From an optimization exercise on the open Yosys and OpenROAD flow, aimed at a short achievable clock period and few clock cycles per item; shortcuts taken in it are not production practice.
The RTL was checked by simulation tests, not by an equivalence proof against the original design.
Power and IR drop assume default switching activity.

**design/flow/constraint.sdc**
```tcl
create_clock -name core_clock -period 10.0 [get_ports {clk}]
set_input_delay 2.0000 -clock core_clock [delete_from_list [all_inputs] [get_ports {clk}]]
set_output_delay 2.0000 -clock core_clock [all_outputs]
set_load 0.01 [all_outputs]
```
**design/flow/config.mk**
```make
export PLATFORM = sky130hd
export DESIGN_NAME = three_address_ir_execute_unit
export DESIGN_NICKNAME = three_address_ir_execute_unit
export VERILOG_FILES = /design/flow/design.v
export SDC_FILE = /design/flow/constraint.sdc
export NUM_CORES = 4
export LEC_CHECK = 0
export CAP_MARGIN = 20
export CORE_MARGIN = 2
export CORE_UTILIZATION = 25
export SLEW_MARGIN = 20
```
**design/flow/design.v**
```verilog
package taie_pkg;
    localparam int unsigned DATA_W = 32;
    localparam int unsigned IDX_W  = 8;
    localparam int unsigned CMD_W  = 5;
    localparam logic [CMD_W-1:0] OP_ADD    = 5'd0;
    localparam logic [CMD_W-1:0] OP_SUB    = 5'd1;
    localparam logic [CMD_W-1:0] OP_MUL    = 5'd2;
    localparam logic [CMD_W-1:0] OP_DIV    = 5'd3;
    localparam logic [CMD_W-1:0] OP_MOD    = 5'd4;
    localparam logic [CMD_W-1:0] OP_SHL    = 5'd5;
    localparam logic [CMD_W-1:0] OP_SHR    = 5'd6;
    localparam logic [CMD_W-1:0] OP_EQ     = 5'd7;
    localparam logic [CMD_W-1:0] OP_NE     = 5'd8;
    localparam logic [CMD_W-1:0] OP_LT     = 5'd9;
    localparam logic [CMD_W-1:0] OP_LE     = 5'd10;
    localparam logic [CMD_W-1:0] OP_GT     = 5'd11;
    localparam logic [CMD_W-1:0] OP_GE     = 5'd12;
    localparam logic [CMD_W-1:0] OP_AND    = 5'd13;
    localparam logic [CMD_W-1:0] OP_OR     = 5'd14;
    localparam logic [CMD_W-1:0] OP_XOR    = 5'd15;
    localparam logic [CMD_W-1:0] OP_LAND   = 5'd16;
    localparam logic [CMD_W-1:0] OP_LOR    = 5'd17;
    localparam logic [CMD_W-1:0] OP_LNOT   = 5'd18;
    localparam logic [CMD_W-1:0] OP_BNOT   = 5'd19;
    localparam logic [CMD_W-1:0] OP_LBL    = 5'd20;
    localparam logic [CMD_W-1:0] OP_JMP    = 5'd21;
    localparam logic [CMD_W-1:0] OP_JTRUE  = 5'd22;
    localparam logic [CMD_W-1:0] OP_JFALSE = 5'd23;
    localparam logic [CMD_W-1:0] OP_COPY   = 5'd24;
    localparam logic [CMD_W-1:0] OP_PRN    = 5'd25;
    localparam logic [CMD_W-1:0] OP_END    = 5'd26;
    localparam logic [CMD_W-1:0] OP_SETVAR = 5'd27;
    typedef struct packed {
        logic [DATA_W-1:0] immediate;
        logic [IDX_W-1:0]  dest;
        logic [IDX_W-1:0]  src_b;
        logic [IDX_W-1:0]  src_a;
        logic [CMD_W-1:0]  cmd;
    } instr_t;
    typedef struct packed {
        logic              arith_error;
        logic              halt;
        logic [DATA_W-1:0] print_value;
        logic              print_valid;
        logic [IDX_W-1:0]  target_label;
        logic              branch_taken;
    } result_t;
    typedef struct packed {
        logic start;
        logic is_mod;
    } div_ctl_t;
    typedef struct packed {
        logic              done;
        logic              err;
        logic [DATA_W-1:0] value;
    } div_sts_t;
endpackage
module taie_ram #(
    parameter int unsigned WIDTH = 32,
    parameter int unsigned DEPTH = 256
) (
    input  logic                     clk,
    input  logic                     wr_en,
    input  logic [$clog2(DEPTH)-1:0] wr_addr,
    input  logic [WIDTH-1:0]         wr_data,
    input  logic [$clog2(DEPTH)-1:0] rd_addr,
    output logic [WIDTH-1:0]         rd_data
);
    logic [WIDTH-1:0] mem [DEPTH];
    always_ff @(posedge clk)
    begin
        if (wr_en)
        begin
            mem[wr_addr] <= wr_data;
        end
        rd_data <= mem[rd_addr];
    end
endmodule
import taie_pkg::*;
module taie_div (
    input  logic                      clk,
    input  logic                      rst_n,
    input  taie_pkg::div_ctl_t        ctl,
    input  logic [taie_pkg::DATA_W-1:0] a,
    input  logic [taie_pkg::DATA_W-1:0] b,
    output taie_pkg::div_sts_t        sts
);
    logic              busy_reg, busy_next;
    logic [5:0]        cnt_reg, cnt_next;
    logic [DATA_W-1:0] q_reg, q_next;
    logic [DATA_W-1:0] r_reg, r_next;
    logic [DATA_W-1:0] d_reg, d_next;
    logic              qneg_reg, qneg_next;
    logic              rneg_reg, rneg_next;
    logic              mod_reg, mod_next;
    logic              done_reg, done_next;
    logic              err_reg, err_next;
    logic [DATA_W-1:0] val_reg, val_next;
    logic [DATA_W:0]   trial;
    logic [DATA_W:0]   diff;
    logic [DATA_W-1:0] qres, rres;
    always_comb
    begin
        trial = {r_reg, q_reg[DATA_W-1]};
        diff  = trial - {1'b0, d_reg};
        qres  = qneg_reg ? (~q_reg + 1'b1) : q_reg;
        rres  = rneg_reg ? (~r_reg + 1'b1) : r_reg;
    end
    always_comb
    begin
        busy_next = busy_reg;
        cnt_next  = cnt_reg;
        q_next    = q_reg;
        r_next    = r_reg;
        d_next    = d_reg;
        qneg_next = qneg_reg;
        rneg_next = rneg_reg;
        mod_next  = mod_reg;
        done_next = 1'b0;
        err_next  = err_reg;
        val_next  = val_reg;
        if (ctl.start)
        begin
            if (b == '0 || (a == {1'b1, {(DATA_W-1){1'b0}}} && b == '1))
            begin
                done_next = 1'b1;
                err_next  = 1'b1;
            end
            else
            begin
                busy_next = 1'b1;
                cnt_next  = 6'(DATA_W);
                q_next    = a[DATA_W-1] ? (~a + 1'b1) : a;
                d_next    = b[DATA_W-1] ? (~b + 1'b1) : b;
                r_next    = '0;
                qneg_next = a[DATA_W-1] ^ b[DATA_W-1];
                rneg_next = a[DATA_W-1];
                mod_next  = ctl.is_mod;
                err_next  = 1'b0;
            end
        end
        else if (busy_reg)
        begin
            if (cnt_reg == '0)
            begin
                busy_next = 1'b0;
                done_next = 1'b1;
                val_next  = mod_reg ? rres : qres;
            end
            else
            begin
                cnt_next = cnt_reg - 1'b1;
                if (!diff[DATA_W])
                begin
                    r_next = diff[DATA_W-1:0];
                    q_next = {q_reg[DATA_W-2:0], 1'b1};
                end
                else
                begin
                    r_next = trial[DATA_W-1:0];
                    q_next = {q_reg[DATA_W-2:0], 1'b0};
                end
            end
        end
    end
    always_ff @(posedge clk or negedge rst_n)
    begin
        if (!rst_n)
        begin
            busy_reg <= 1'b0;
            done_reg <= 1'b0;
            cnt_reg  <= '0;
        end
        else
        begin
            busy_reg <= busy_next;
            done_reg <= done_next;
            cnt_reg  <= cnt_next;
        end
    end
    always_ff @(posedge clk)
    begin
        q_reg    <= q_next;
        r_reg    <= r_next;
        d_reg    <= d_next;
        qneg_reg <= qneg_next;
        rneg_reg <= rneg_next;
        mod_reg  <= mod_next;
        err_reg  <= err_next;
        val_reg  <= val_next;
    end
    assign sts.done  = done_reg;
    assign sts.err   = err_reg;
    assign sts.value = val_reg;
endmodule
import taie_pkg::*;
module three_address_ir_execute_unit #(
    parameter int unsigned NUM_VARS   = 64,
    parameter int unsigned NUM_LABELS = 256
) (
    input  logic        clk,
    input  logic        rst_n,
    input  logic        s_axis_tvalid,
    output logic        s_axis_tready,
    input  logic [63:0] s_axis_tdata,
    output logic        m_axis_tvalid,
    input  logic        m_axis_tready,
    output logic [47:0] m_axis_tdata
);
    localparam int unsigned AW = (NUM_VARS > 1) ? $clog2(NUM_VARS) : 1;
    localparam logic [2:0] ST_CLEAR = 3'd0;
    localparam logic [2:0] ST_IDLE  = 3'd1;
    localparam logic [2:0] ST_RDA   = 3'd2;
    localparam logic [2:0] ST_RDB   = 3'd3;
    localparam logic [2:0] ST_EXEC  = 3'd4;
    localparam logic [2:0] ST_DIV   = 3'd5;
    localparam logic [2:0] ST_OUT   = 3'd6;
    logic [2:0]        state_reg, state_next;
    logic [AW:0]       clr_reg, clr_next;
    taie_pkg::instr_t            ins_reg, ins_next;
    logic [DATA_W-1:0] a_reg, a_next;
    logic [DATA_W-1:0] b_reg, b_next;
    logic              ain_reg, ain_next;
    logic              bin_reg, bin_next;
    taie_pkg::result_t           res_reg, res_next;
    logic              wr_en;
    logic [AW-1:0]     wr_addr;
    logic [DATA_W-1:0] wr_data;
    logic [AW-1:0]     rd_addr;
    logic [DATA_W-1:0] rd_data;
    taie_pkg::div_ctl_t          dctl;
    taie_pkg::div_sts_t          dsts;
    logic [DATA_W-1:0] alu;
    logic [DATA_W-1:0] prod;
    logic              lt, eq;
    logic              dest_in;
    logic              jcond;
    taie_ram #(.WIDTH(DATA_W), .DEPTH(NUM_VARS)) u_ram (
        .clk     (clk),
        .wr_en   (wr_en),
        .wr_addr (wr_addr),
        .wr_data (wr_data),
        .rd_addr (rd_addr),
        .rd_data (rd_data)
    );
    taie_div u_div (
        .clk   (clk),
        .rst_n (rst_n),
        .ctl   (dctl),
        .a     (a_reg),
        .b     (b_reg),
        .sts   (dsts)
    );
    assign dest_in = {{(32-IDX_W){1'b0}}, ins_reg.dest} < NUM_VARS;
    assign eq      = a_reg == b_reg;
    assign lt      = $signed(a_reg) < $signed(b_reg);
    assign prod    = a_reg * b_reg;
    always_comb
    begin
        case (ins_reg.cmd)
            OP_ADD:    alu = a_reg + b_reg;
            OP_SUB:    alu = a_reg - b_reg;
            OP_MUL:    alu = prod;
            OP_SHL:    alu = a_reg << b_reg[4:0];
            OP_SHR:    alu = DATA_W'($signed(a_reg) >>> b_reg[4:0]);
            OP_EQ:     alu = DATA_W'(eq);
            OP_NE:     alu = DATA_W'(!eq);
            OP_LT:     alu = DATA_W'(lt);
            OP_LE:     alu = DATA_W'(lt || eq);
            OP_GT:     alu = DATA_W'(!lt && !eq);
            OP_GE:     alu = DATA_W'(!lt);
            OP_AND:    alu = a_reg & b_reg;
            OP_OR:     alu = a_reg | b_reg;
            OP_XOR:    alu = a_reg ^ b_reg;
            OP_LAND:   alu = DATA_W'(a_reg != '0 && b_reg != '0);
            OP_LOR:    alu = DATA_W'(a_reg != '0 || b_reg != '0);
            OP_LNOT:   alu = DATA_W'(a_reg == '0);
            OP_BNOT:   alu = ~a_reg;
            OP_COPY:   alu = a_reg;
            OP_SETVAR: alu = ins_reg.immediate;
            default:   alu = '0;
        endcase
    end
    always_comb
    begin
        case (ins_reg.cmd)
            OP_JMP:    jcond = 1'b1;
            OP_JTRUE:  jcond = a_reg != '0;
            OP_JFALSE: jcond = a_reg == '0;
            default:   jcond = 1'b0;
        endcase
    end
    always_comb
    begin
        state_next = state_reg;
        clr_next   = clr_reg;
        ins_next   = ins_reg;
        a_next     = a_reg;
        b_next     = b_reg;
        ain_next   = ain_reg;
        bin_next   = bin_reg;
        res_next   = res_reg;
        wr_en      = 1'b0;
        wr_addr    = AW'(ins_reg.dest);
        wr_data    = alu;
        rd_addr    = AW'(ins_reg.src_a);
        dctl       = '0;
        case (state_reg)
            ST_CLEAR:
            begin
                wr_en   = 1'b1;
                wr_addr = clr_reg[AW-1:0];
                wr_data = '0;
                clr_next = clr_reg + 1'b1;
                if (clr_reg == (AW+1)'(NUM_VARS - 1))
                begin
                    state_next = ST_IDLE;
                end
            end
            ST_IDLE:
            begin
                if (s_axis_tvalid)
                begin
                    ins_next   = s_axis_tdata[60:0];
                    state_next = ST_RDA;
                end
            end
            ST_RDA:
            begin
                rd_addr  = AW'(ins_reg.src_a);
                ain_next = {{(32-IDX_W){1'b0}}, ins_reg.src_a} < NUM_VARS;
                state_next = ST_RDB;
            end
            ST_RDB:
            begin
                a_next   = ain_reg ? rd_data : '0;
                rd_addr  = (ins_reg.cmd == OP_PRN) ? AW'(ins_reg.dest)
                                                   : AW'(ins_reg.src_b);
                bin_next = (ins_reg.cmd == OP_PRN) ? dest_in
                         : ({{(32-IDX_W){1'b0}}, ins_reg.src_b} < NUM_VARS);
                state_next = ST_EXEC;
            end
            ST_EXEC:
            begin
                b_next   = bin_reg ? rd_data : '0;
                bin_next = 1'b0;
                state_next = ST_OUT;
                res_next = '0;
                case (ins_reg.cmd)
                    OP_DIV, OP_MOD:
                    begin
                        state_next = ST_DIV;
                    end
                    OP_JMP, OP_JTRUE, OP_JFALSE:
                    begin
                        res_next.target_label = ins_reg.dest;
                        res_next.branch_taken = jcond &&
                            ({{(32-IDX_W){1'b0}}, ins_reg.dest} < NUM_LABELS);
                    end
                    OP_PRN:
                    begin
                        res_next.print_valid = 1'b1;
                        res_next.print_value = bin_reg ? rd_data : '0;
                    end
                    OP_END:
                    begin
                        res_next.halt = 1'b1;
                    end
                    OP_LBL:
                    begin
                        res_next.halt = 1'b0;
                    end
                    default:
                    begin
                        state_next = ST_DIV;
                    end
                endcase
                if (ins_reg.cmd == OP_DIV || ins_reg.cmd == OP_MOD)
                begin
                    state_next = ST_DIV;
                end
                else if (ins_reg.cmd <= OP_BNOT || ins_reg.cmd == OP_COPY ||
                         ins_reg.cmd == OP_SETVAR)
                begin
                    state_next = ST_DIV;
                end
                else
                begin
                    state_next = ST_OUT;
                end
            end
            ST_DIV:
            begin
                if (ins_reg.cmd == OP_DIV || ins_reg.cmd == OP_MOD)
                begin
                    if (!bin_reg)
                    begin
                        bin_next = 1'b1;
                        dctl.start  = 1'b1;
                        dctl.is_mod = ins_reg.cmd == OP_MOD;
                    end
                    else if (dsts.done)
                    begin
                        res_next.arith_error = dsts.err;
                        wr_en   = !dsts.err && dest_in;
                        wr_data = dsts.value;
                        state_next = ST_OUT;
                    end
                end
                else
                begin
                    wr_en      = dest_in;
                    state_next = ST_OUT;
                end
            end
            ST_OUT:
            begin
                if (m_axis_tready)
                begin
                    state_next = ST_IDLE;
                end
            end
            default:
            begin
                state_next = ST_IDLE;
            end
        endcase
    end
    always_ff @(posedge clk or negedge rst_n)
    begin
        if (!rst_n)
        begin
            state_reg <= ST_CLEAR;
            clr_reg   <= '0;
        end
        else
        begin
            state_reg <= state_next;
            clr_reg   <= clr_next;
        end
    end
    always_ff @(posedge clk)
    begin
        ins_reg <= ins_next;
        a_reg   <= a_next;
        b_reg   <= b_next;
        ain_reg <= ain_next;
        bin_reg <= bin_next;
        res_reg <= res_next;
    end
    assign s_axis_tready = state_reg == ST_IDLE;
    assign m_axis_tvalid = state_reg == ST_OUT;
    assign m_axis_tdata  = {4'b0, res_reg};
endmodule
```
**design/flow/run.sh**
```bash
#!/bin/bash
# synth_recipe.tcl (not shown) runs the flow's synth.tcl, then flattens the netlist and writes it again
# the make line also repeats each setting of config.mk as NAME=value (left out here)
make -C /OpenROAD-flow-scripts/flow DESIGN_CONFIG=/design/flow/config.mk WORK_HOME=/design/flow/orfs CLKGATE_MAP_FILE= SYNTH_SCRIPT=/design/flow/synth_recipe.tcl finish
```
==> reports/qor.csv <==
stage;metric;value;unit
outcome;run_status;timing/DRC/antenna clean;
global_routing;grt_util_all_layers;15.3;%
logic_synthesis;synthTopCellsByArea;edfxtp_1 59%, mux4_2 10%, fa_1 6.8%;
global_routing;gr-total-overflow;0;
route;vias;73200;
timing;timing.fmax;109;MHz
die;fp-row-count;254;
logic_synthesis;ys_types;90;
finish;fill_cells;48200;
logic_synthesis;ys.flop_type;edfxtp_1;
route;wl;384000;µm
worst_setup_path;critPathTopFamily;adder cells;
timing;finalSetupViolations;0;
logic_synthesis;yosysSeqAreaShare;59.5;%
worst_setup_path;end_kind;flip-flop;
global_routing;grt_antenna_before_repair;28;
worst_setup_path;critPathMaxFanout;33;
clocking;clock_path_buffers;4;
route;drt-initial-drc-count;8741;
place;pre_cts_ws;0.989;ns
timing;final-hold-violation-count;0;
finish;fin_util;28.9;%
timing;drv_slew;0;
timing;timing.slew.headroom;21.7;%
logic_synthesis;synth_seq_cells;2401;
finish;fin_cells;14900;
worst_setup_path;crit_chain;clkinv_1 > nor2_1 > fa_1 > fa_1 > fa_1 > inv_1 > fa_1 > inv_1 > fa_1 > fa_1 > fa_1 > fa_1 > ha_1 > a21o_1 > a31o_2 > a221o_1 > a21o_1 > a31o_2 > a21oi_1 > xnor2_1 > a221oi_1 > o21ai_0 > a22o_2 > buf_12;
worst_setup_path;crit_path_frequent_cell;fa_1;
clocking;hold_buffers;0;
logic_synthesis;synth_area;121000;µm²
clocking;htree_levels;4;
worst_setup_path;worst_ep_required_time;10.56;ns
timing;setup_ws;0.824;ns
die;die_h;698;µm
route;wire_per_inst;25.7;µm
power_and_ir_drop;peakVddDrop;161;µV
finish;regArea;71700;µm²
finish;layout.nets;9041;
place;place_congestion;1.00;
logic_synthesis;synth_most_common_cell;edfxtp_1;
worst_setup_path;crit_arrival;9.73;ns
timing;skew;0.115;ns
global_routing;grt_pass1_vias;71800;
die;initial_utilization;25.1;%
global_routing;grt_max_degree;158;
logic_synthesis;ys_top_cells_by_count;2,351 x edfxtp_1, 660 x nor2_1, 535 x mux4_2;
place;portBuffers;110;
logic_synthesis;synth_enable_flop_cells;2351;
place;dp_cells;14500;
timing;tightest_slew;1.17;ns
place;dpl.hpwl;246000;µm
logic_synthesis;synth_largest_area_cell;edfxtp_1;
clocking;cts_root_buf;clkbuf_16;
route;first_pass_iters;6;
worst_setup_path;crit_slowest_cell;clkinv_1;
route;vias_per_cell;4.90;
power_and_ir_drop;powerDensity;143;nW/µm²
die;die_area;488000;µm²
logic_synthesis;synthCells;8184;
clocking;cts.repair.resized;0;
logic_synthesis;yosysWarnings;3;
worst_setup_path;path_buf_inv;4;
clocking;clkTransAtPathRegs;0.07;ns
timing;rsz0062_at_grt;false;
clocking;cts_setup_buffers;0;
route;ant_nets;0;
logic_synthesis;syn_avg_cell_area;14.7;µm²
worst_setup_path;startpoint_type;flip-flop;
timing;period_needed;9.18;ns
die;die_w;698;µm
finish;drive_above_1_share;16.1;%
finish;syn_to_final_growth;14.9;%
clocking;clock_latency;0.95;ns
global_routing;grt_first_pass_wirelength;542000;µm
run;drv_cap;0;
hold_path;min_path_type;reg2reg;
finish;multi_input_area;45700;µm²
power_and_ir_drop;p_leak;0.0419;µW
timing;post-route-period-util;91.8;%
die;io_pins;118;
die;coreArea;479000;µm²
logic_synthesis;async_flop_share;0.750;%
clocking;cts_buffers;238;
route;drc;0;
worst_setup_path;critical_path_class;reg2reg;
clocking;tritoncts;yes;
worst_setup_path;crit_path_max_incr_delay;0.62;ns
clocking;cts_num_sinks;2401;
timing;timing.setup.tns;0;ns
finish;largest_register_ffs;2048;
logic_synthesis;synth_top_cell_area_share;58.6;%
final timing paths:
kind | start | to | slack [ns] | cells after the start
worst max-delay path | b_reg[3] | u_ram.mem[34][27] | 0.82 | 24
worst min-delay path | clr_reg[6] | clr_reg[6] | 0.49 | 1
worst max register to register | b_reg[3] | u_ram.mem[34][27] | 0.82 | 24
worst min register to register | clr_reg[6] | clr_reg[6] | 0.49 | 1
max in group asynchronous | rst_n | clr_reg[2] | 8.49 | 1
min in group asynchronous | rst_n | clr_reg[1] | 1.10 | 1
cell usage in the layout (no fill, tap or decap), types with 256 or more instances in the layout:
master    count
edfxtp_1   2351
nor2_1      590
mux4_2      535
nand2_1     507
inv_1       505
fa_1        411
a21oi_1     348
buf_4       265
ha_1        260
mux2i_1     256
final cells by class:
class                   count  share of cell area (%)
diodes                     22                  0.0398
clock buffers             285                    4.49
clock inverters           157                    1.01
inverters                 526                    1.43
multi-input cells        4743                    33.0
flip-flops and latches   2401                    51.8
well taps                6400                    5.78
repair buffers            392                    2.49
cells by family (layout without fill, tap and decap cells):
family,count (synthesis),after routing,synth area share [%]
DFF,2401,2401,59.5
and+or+nand+nor,1754,1754,6.69
AOI/OAI and AO/OA,1253,1253,6.74
buffers and inverters,1043,1360,3.43
muxes,808,808,12.3
adders and majority gates,672,672,9.54
xor gates and xnor gates,252,252,1.83
other,1,26,0.00311
report_power, final:
group	leakage, µW	switching, µW	internal (µW)
logic	0.0207	9.40	21.5
registers	0.0174	0	10900
clock network	0.00376	3970	4920
total	0.0419	3970	15800
per-stage QoR:
step | total power (µW) | instance area (µm²) | hold WS (ns)
CTS | 20000 | 138000 | 0.486
floorplan | 11100 | 121000 | 0.446
finish | 19800 | 138000 | 0.491
detailed placement | 11100 | 131000 | 0.474
global placement | 11100 | 131000 | 0.463
global route | 20300 | 138000 | 0.500
layer usage:
layer | vias up | global-route usage (%) | routed length (µm)
li1 | 31000 | - | -
met3 | 685 | 3.58 | 35800
met5 | - | 0 | 40
met2 | 3365 | 23.8 | 173000
met1 | 38100 | 20.6 | 158000
met4 | 6 | 5.83 | 16700
Testbench counts, summed over its fixed seeds: cycles 133,006, items 19,200.

afterwards: timing with drivers on the ports:
How much do the figures lean on ideal ports? The routed layout below was timed once more, with nothing changed but the port constraints. Step 1 sets driving cells, clkbuf_16 on the clock port and buf_2 on the other inputs (assumed; they add their load-dependent delay and slew). Step 2 moves the port delays by t, midway between the first and last clock arrival at a register: inputs arrive t later, outputs are due t later. That takes back most of the time a late clock gives input paths. a / b / c = no drivers / after step 1 / after step 2; a / b = the first two.
t, ns: 0.973
setup WS [ns]: 0.824 / 0.824 / 0.824
worst data-port slew with drivers (ns): 0.21
pins driven straight from the clock port: 1
After both steps setup and hold are still met in this run. For this run, drivers alone change the setup slack by 0.000 ns; drivers and shift together by 0.000 ns.
